Context: an optimization exercise on an open-source flow, tuned for small area and few clock cycles per item. The choices shown serve that exercise and are no tape-out recipe. The RTL was checked by simulation tests, not by an equivalence proof against the original design. No activity file was given, so power comes from the tool's default toggle rates.

Design length_prefixed_request_deframer_top, start of the top module:
module length_prefixed_request_deframer_top (
  input  logic                           clk_i,
  input  logic                           rst_ni,
  input  logic                           s_axis_tvalid,
  output logic                           s_axis_tready,
  input  logic [lprd_pkg::ByteW-1:0]     s_axis_tdata,    
  output logic                           m_axis_tvalid,
  input  logic                           m_axis_tready,
  output logic [lprd_pkg::OutTdataW-1:0] m_axis_tdata,
  output logic                           m_axis_tlast,    
  output logic                           m_axis_tuser,    
  input  logic                           cfg_we_i,
  input  logic [lprd_pkg::CfgIdxW-1:0]   cfg_index_i,
  input  logic [lprd_pkg::WordW-1:0]     cfg_wdata_i
);
==> module lprd_parser, before the edit <==
module lprd_parser (
  input  logic                       clk_i,
  input  logic                       rst_ni,
  input  logic                       step_i,
  input  logic [lprd_pkg::ByteW-1:0] byte_i,
  input  lprd_pkg::lprd_limits_t     limits_i,
  output lprd_pkg::lprd_result_t     result_o
);
  lprd_pkg::phase_e   phase_q, phase_d;
  lprd_pkg::err_e     err_q, err_d, err_new;
  logic [FieldW-1:0]  pos_q;
  logic [WordW-1:0]   acc_q;    
  logic [WordW-1:0]   fbl_q;    
  logic [WordW-1:0]   cnt_q;    
  logic [CurW-1:0]    cur_q;    
  logic [WordW-1:0]   acc_new;
  logic [CurW-1:0]    cur_inc;
  logic               in_data, field_done, finish, boundary, args_zero;
  logic               fbl_zero, fbl_short;
  logic               ev_data, ev_end, ev_done, ok;
  assign acc_new    = {acc_q[WordW-ByteW-1:0], byte_i};
  assign cur_inc    = cur_q + CurW'(1);
  assign in_data    = (phase_q == PH_ARG_DATA);
  assign field_done = !in_data && (pos_q == '1);
  assign fbl_zero   = (fbl_q[WordW-1:1] == '0);
  assign fbl_short  = (fbl_q[WordW-1:3] == '0) && (fbl_q[2:0] <= 3'd4);
  always_comb begin
    phase_d   = phase_q;
    err_new   = ERR_NONE;
    finish    = 1'b0;
    boundary  = 1'b0;
    args_zero = 1'b0;
    ev_done   = 1'b0;
    if (in_data) begin
      if (acc_q == WordW'(1)) begin
        finish = 1'b1;
      end
    end else if (field_done) begin
      case (phase_q)
        PH_FRAME_LEN: begin
          if (acc_new > limits_i.max_frame_bytes) begin
            err_new = ERR_TOO_LONG;
          end else if (acc_new < FieldBytes) begin
            err_new = ERR_OVERRUN;
          end else begin
            phase_d = PH_ARG_COUNT;
          end
        end
        PH_ARG_COUNT: begin
          if (acc_new > limits_i.max_arguments) begin
            err_new = ERR_TOO_MANY_ARGS;
          end else begin
            boundary  = 1'b1;
            args_zero = (acc_new == '0);
          end
        end
        default: begin   
          if (acc_new >= fbl_q) begin
            err_new = ERR_OVERRUN;
          end else if (acc_new == '0) begin
            finish = 1'b1;
          end else begin
            phase_d = PH_ARG_DATA;
          end
        end
      endcase
    end
    if (finish) begin
      boundary  = 1'b1;
      args_zero = (cnt_q[WordW-1:CurW] == '0) && (cnt_q[CurW-1:0] == cur_inc);
    end
    if (boundary) begin
      if (args_zero) begin
        if (fbl_zero) begin
          ev_done = 1'b1;
          phase_d = PH_FRAME_LEN;
        end else begin
          err_new = ERR_TRAILING;
        end
      end else if (fbl_short) begin
        err_new = ERR_OVERRUN;
      end else begin
        phase_d = PH_ARG_LEN;
      end
    end
  end
  assign err_d   = (err_q != ERR_NONE) ? err_q : err_new;
  assign ok      = (err_d == ERR_NONE);
  assign ev_data = in_data;
  assign ev_end  = finish;
  always_comb begin
    result_o                 = '0;
    result_o.error_code      = err_d;
    if (ok) begin
      result_o.data_valid      = ev_data;
      result_o.data_byte       = ev_data ? byte_i : '0;
      result_o.arg_number      = (ev_data || ev_end) ? WordW'(cur_q) : '0;
      result_o.arg_end         = ev_end;
      result_o.frame_done      = ev_done;
      result_o.frame_arg_count = (ev_done && finish) ? cnt_q : '0;
    end
  end
  always_ff @(posedge clk_i or negedge rst_ni) begin
    if (!rst_ni) begin
      phase_q <= PH_FRAME_LEN;
      pos_q   <= '0;
      err_q   <= ERR_NONE;
    end else if (step_i) begin
      phase_q <= phase_d;
      if (!in_data) begin
        pos_q <= pos_q + FieldW'(1);
      end
      err_q   <= err_d;
    end
  end
  always_ff @(posedge clk_i) begin
    if (step_i) begin
      acc_q <= in_data ? acc_q - WordW'(1) : acc_new;
      fbl_q <= (phase_q == PH_FRAME_LEN) ? acc_new : fbl_q - WordW'(1);
      if (phase_q == PH_ARG_COUNT) begin
        cnt_q <= acc_new;
      end
      if (phase_q == PH_FRAME_LEN) begin
        cur_q <= '0;
      end else if (finish) begin
        cur_q <= cur_inc;
      end
    end
  end
endmodule
Settings: LEC_CHECK=0, CAP_MARGIN=20, CORE_MARGIN=2, CORE_UTILIZATION=40, SLEW_MARGIN=20; clock period 7.0 ns.
run.sh (not shown) runs the stock make flow with config.mk's settings and CLKGATE_MAP_FILE= SYNTH_SCRIPT=/design/flow/synth_recipe.tcl, a recipe that flattens the netlist after the stock synthesis.
Testbench counts at the start, summed over its fixed seeds: cycles 28,313, items 28,305.
==> next run, changes <==
--- a/flow/design.v
+++ b/flow/design.v
@@ -103,21 +103,52 @@
   logic [FieldW-1:0]  pos_q;
   logic [WordW-1:0]   acc_q;    
   logic [WordW-1:0]   fbl_q;    
   logic [WordW-1:0]   cnt_q;    
   logic [CurW-1:0]    cur_q;    
+  logic               last_q;   
   logic [WordW-1:0]   acc_new;
   logic [CurW-1:0]    cur_inc;
   logic               in_data, field_done, finish, boundary, args_zero;
   logic               fbl_zero, fbl_short;
   logic               ev_data, ev_end, ev_done, ok;
+  logic [WordW-1:0]   cmp_op;
+  logic               cmp_gt;
   assign acc_new    = {acc_q[WordW-ByteW-1:0], byte_i};
-  assign cur_inc    = cur_q + CurW'(1);
+  logic [WordW-1:0] fbl_dec, acc_dec;
+  logic [WordW:0]   fbl_bw, acc_bw;
+  logic [CurW:0]    cur_cy;
+  assign fbl_bw[0] = 1'b1;
+  assign acc_bw[0] = 1'b1;
+  assign cur_cy[0] = 1'b1;
+  for (genvar i = 0; i < WordW; i++) begin : g_dec
+    assign fbl_dec[i]  = fbl_q[i] ^ fbl_bw[i];
+    assign fbl_bw[i+1] = ~fbl_q[i] & fbl_bw[i];
+    assign acc_dec[i]  = acc_q[i] ^ acc_bw[i];
+    assign acc_bw[i+1] = ~acc_q[i] & acc_bw[i];
+  end
+  for (genvar i = 0; i < CurW; i++) begin : g_inc
+    assign cur_inc[i]  = cur_q[i] ^ cur_cy[i];
+    assign cur_cy[i+1] = cur_q[i] & cur_cy[i];
+  end
   assign in_data    = (phase_q == PH_ARG_DATA);
   assign field_done = !in_data && (pos_q == '1);
   assign fbl_zero   = (fbl_q[WordW-1:1] == '0);
   assign fbl_short  = (fbl_q[WordW-1:3] == '0) && (fbl_q[2:0] <= 3'd4);
+  always_comb begin
+    case (phase_q)
+      PH_FRAME_LEN: cmp_op = limits_i.max_frame_bytes;
+      PH_ARG_COUNT: cmp_op = limits_i.max_arguments;
+      default:      cmp_op = fbl_q;
+    endcase
+  end
+  logic [WordW:0] cmp_c;
+  assign cmp_c[0] = phase_q[1];
+  for (genvar i = 0; i < WordW; i++) begin : g_cmp
+    assign cmp_c[i+1] = (acc_new[i] & ~cmp_op[i]) | ((acc_new[i] | ~cmp_op[i]) & cmp_c[i]);
+  end
+  assign cmp_gt = cmp_c[WordW];
   always_comb begin
     phase_d   = phase_q;
     err_new   = ERR_NONE;
     finish    = 1'b0;
     boundary  = 1'b0;
@@ -128,28 +159,28 @@
         finish = 1'b1;
       end
     end else if (field_done) begin
       case (phase_q)
         PH_FRAME_LEN: begin
-          if (acc_new > limits_i.max_frame_bytes) begin
+          if (cmp_gt) begin
             err_new = ERR_TOO_LONG;
           end else if (acc_new < FieldBytes) begin
             err_new = ERR_OVERRUN;
           end else begin
             phase_d = PH_ARG_COUNT;
           end
         end
         PH_ARG_COUNT: begin
-          if (acc_new > limits_i.max_arguments) begin
+          if (cmp_gt) begin
             err_new = ERR_TOO_MANY_ARGS;
           end else begin
             boundary  = 1'b1;
             args_zero = (acc_new == '0);
           end
         end
         default: begin   
-          if (acc_new >= fbl_q) begin
+          if (cmp_gt) begin
             err_new = ERR_OVERRUN;
           end else if (acc_new == '0) begin
             finish = 1'b1;
           end else begin
             phase_d = PH_ARG_DATA;
@@ -157,11 +188,11 @@
         end
       endcase
     end
     if (finish) begin
       boundary  = 1'b1;
-      args_zero = (cnt_q[WordW-1:CurW] == '0) && (cnt_q[CurW-1:0] == cur_inc);
+      args_zero = last_q;
     end
     if (boundary) begin
       if (args_zero) begin
         if (fbl_zero) begin
           ev_done = 1'b1;
@@ -204,13 +235,16 @@
       end
       err_q   <= err_d;
     end
   end
   always_ff @(posedge clk_i) begin
+    last_q <= (cnt_q[WordW-1:CurW] == '0) && (cnt_q[CurW-1:0] == cur_inc);
+  end
+  always_ff @(posedge clk_i) begin
     if (step_i) begin
-      acc_q <= in_data ? acc_q - WordW'(1) : acc_new;
-      fbl_q <= (phase_q == PH_FRAME_LEN) ? acc_new : fbl_q - WordW'(1);
+      acc_q <= in_data ? acc_dec : acc_new;
+      fbl_q <= (phase_q == PH_FRAME_LEN) ? acc_new : fbl_dec;
       if (phase_q == PH_ARG_COUNT) begin
         cnt_q <= acc_new;
       end
       if (phase_q == PH_FRAME_LEN) begin
         cur_q <= '0;
Result: Total power fell by 7.5%. Worst setup slack degrades by 0.19 ns. Routed wire length drops by 26%. Core utilization rises by 0.41 points. Non-clock buffer count is higher by 5. Flip-flop and latch count increases by 1. Design area shrinks by 11%. Final cell count falls by 22%. Die area falls by 11%. Hold slack gets better by 0.0056 ns. Sequential power is about the same. Clock-buffer cell count shrinks by 5. Critical path depth came out higher by 24. Global-route usage shrinks by 3.4 points.
Testbench counts after the change, summed over its fixed seeds: cycles 28,313, items 28,305.

what the ideal ports hide:
How much do the figures lean on ideal ports? The routed layouts below were timed once more, with nothing changed but the port constraints.
Step 1, drivers: a clkbuf_16 drives clk_i and a buf_2 each remaining input, both assumed.
Step 2 also shifts input and output timing later by t, the mid clock arrival at the registers, as if the neighbouring blocks saw the same clock.
a / b / c = no drivers / after step 1 / after step 2; a / b = the first two.
| run | t (ns) | setup WS [ns] | worst data-port slew with drivers (ns) |
|---|---|---|---|
| the first run | 0.589 | 0.415 / 0.364 / 0.953 | 0.04 |
| the second run | 0.552 | 0.227 / 0.227 / 0.227 | 0.05 |
After both steps every run listed still meets setup and hold.
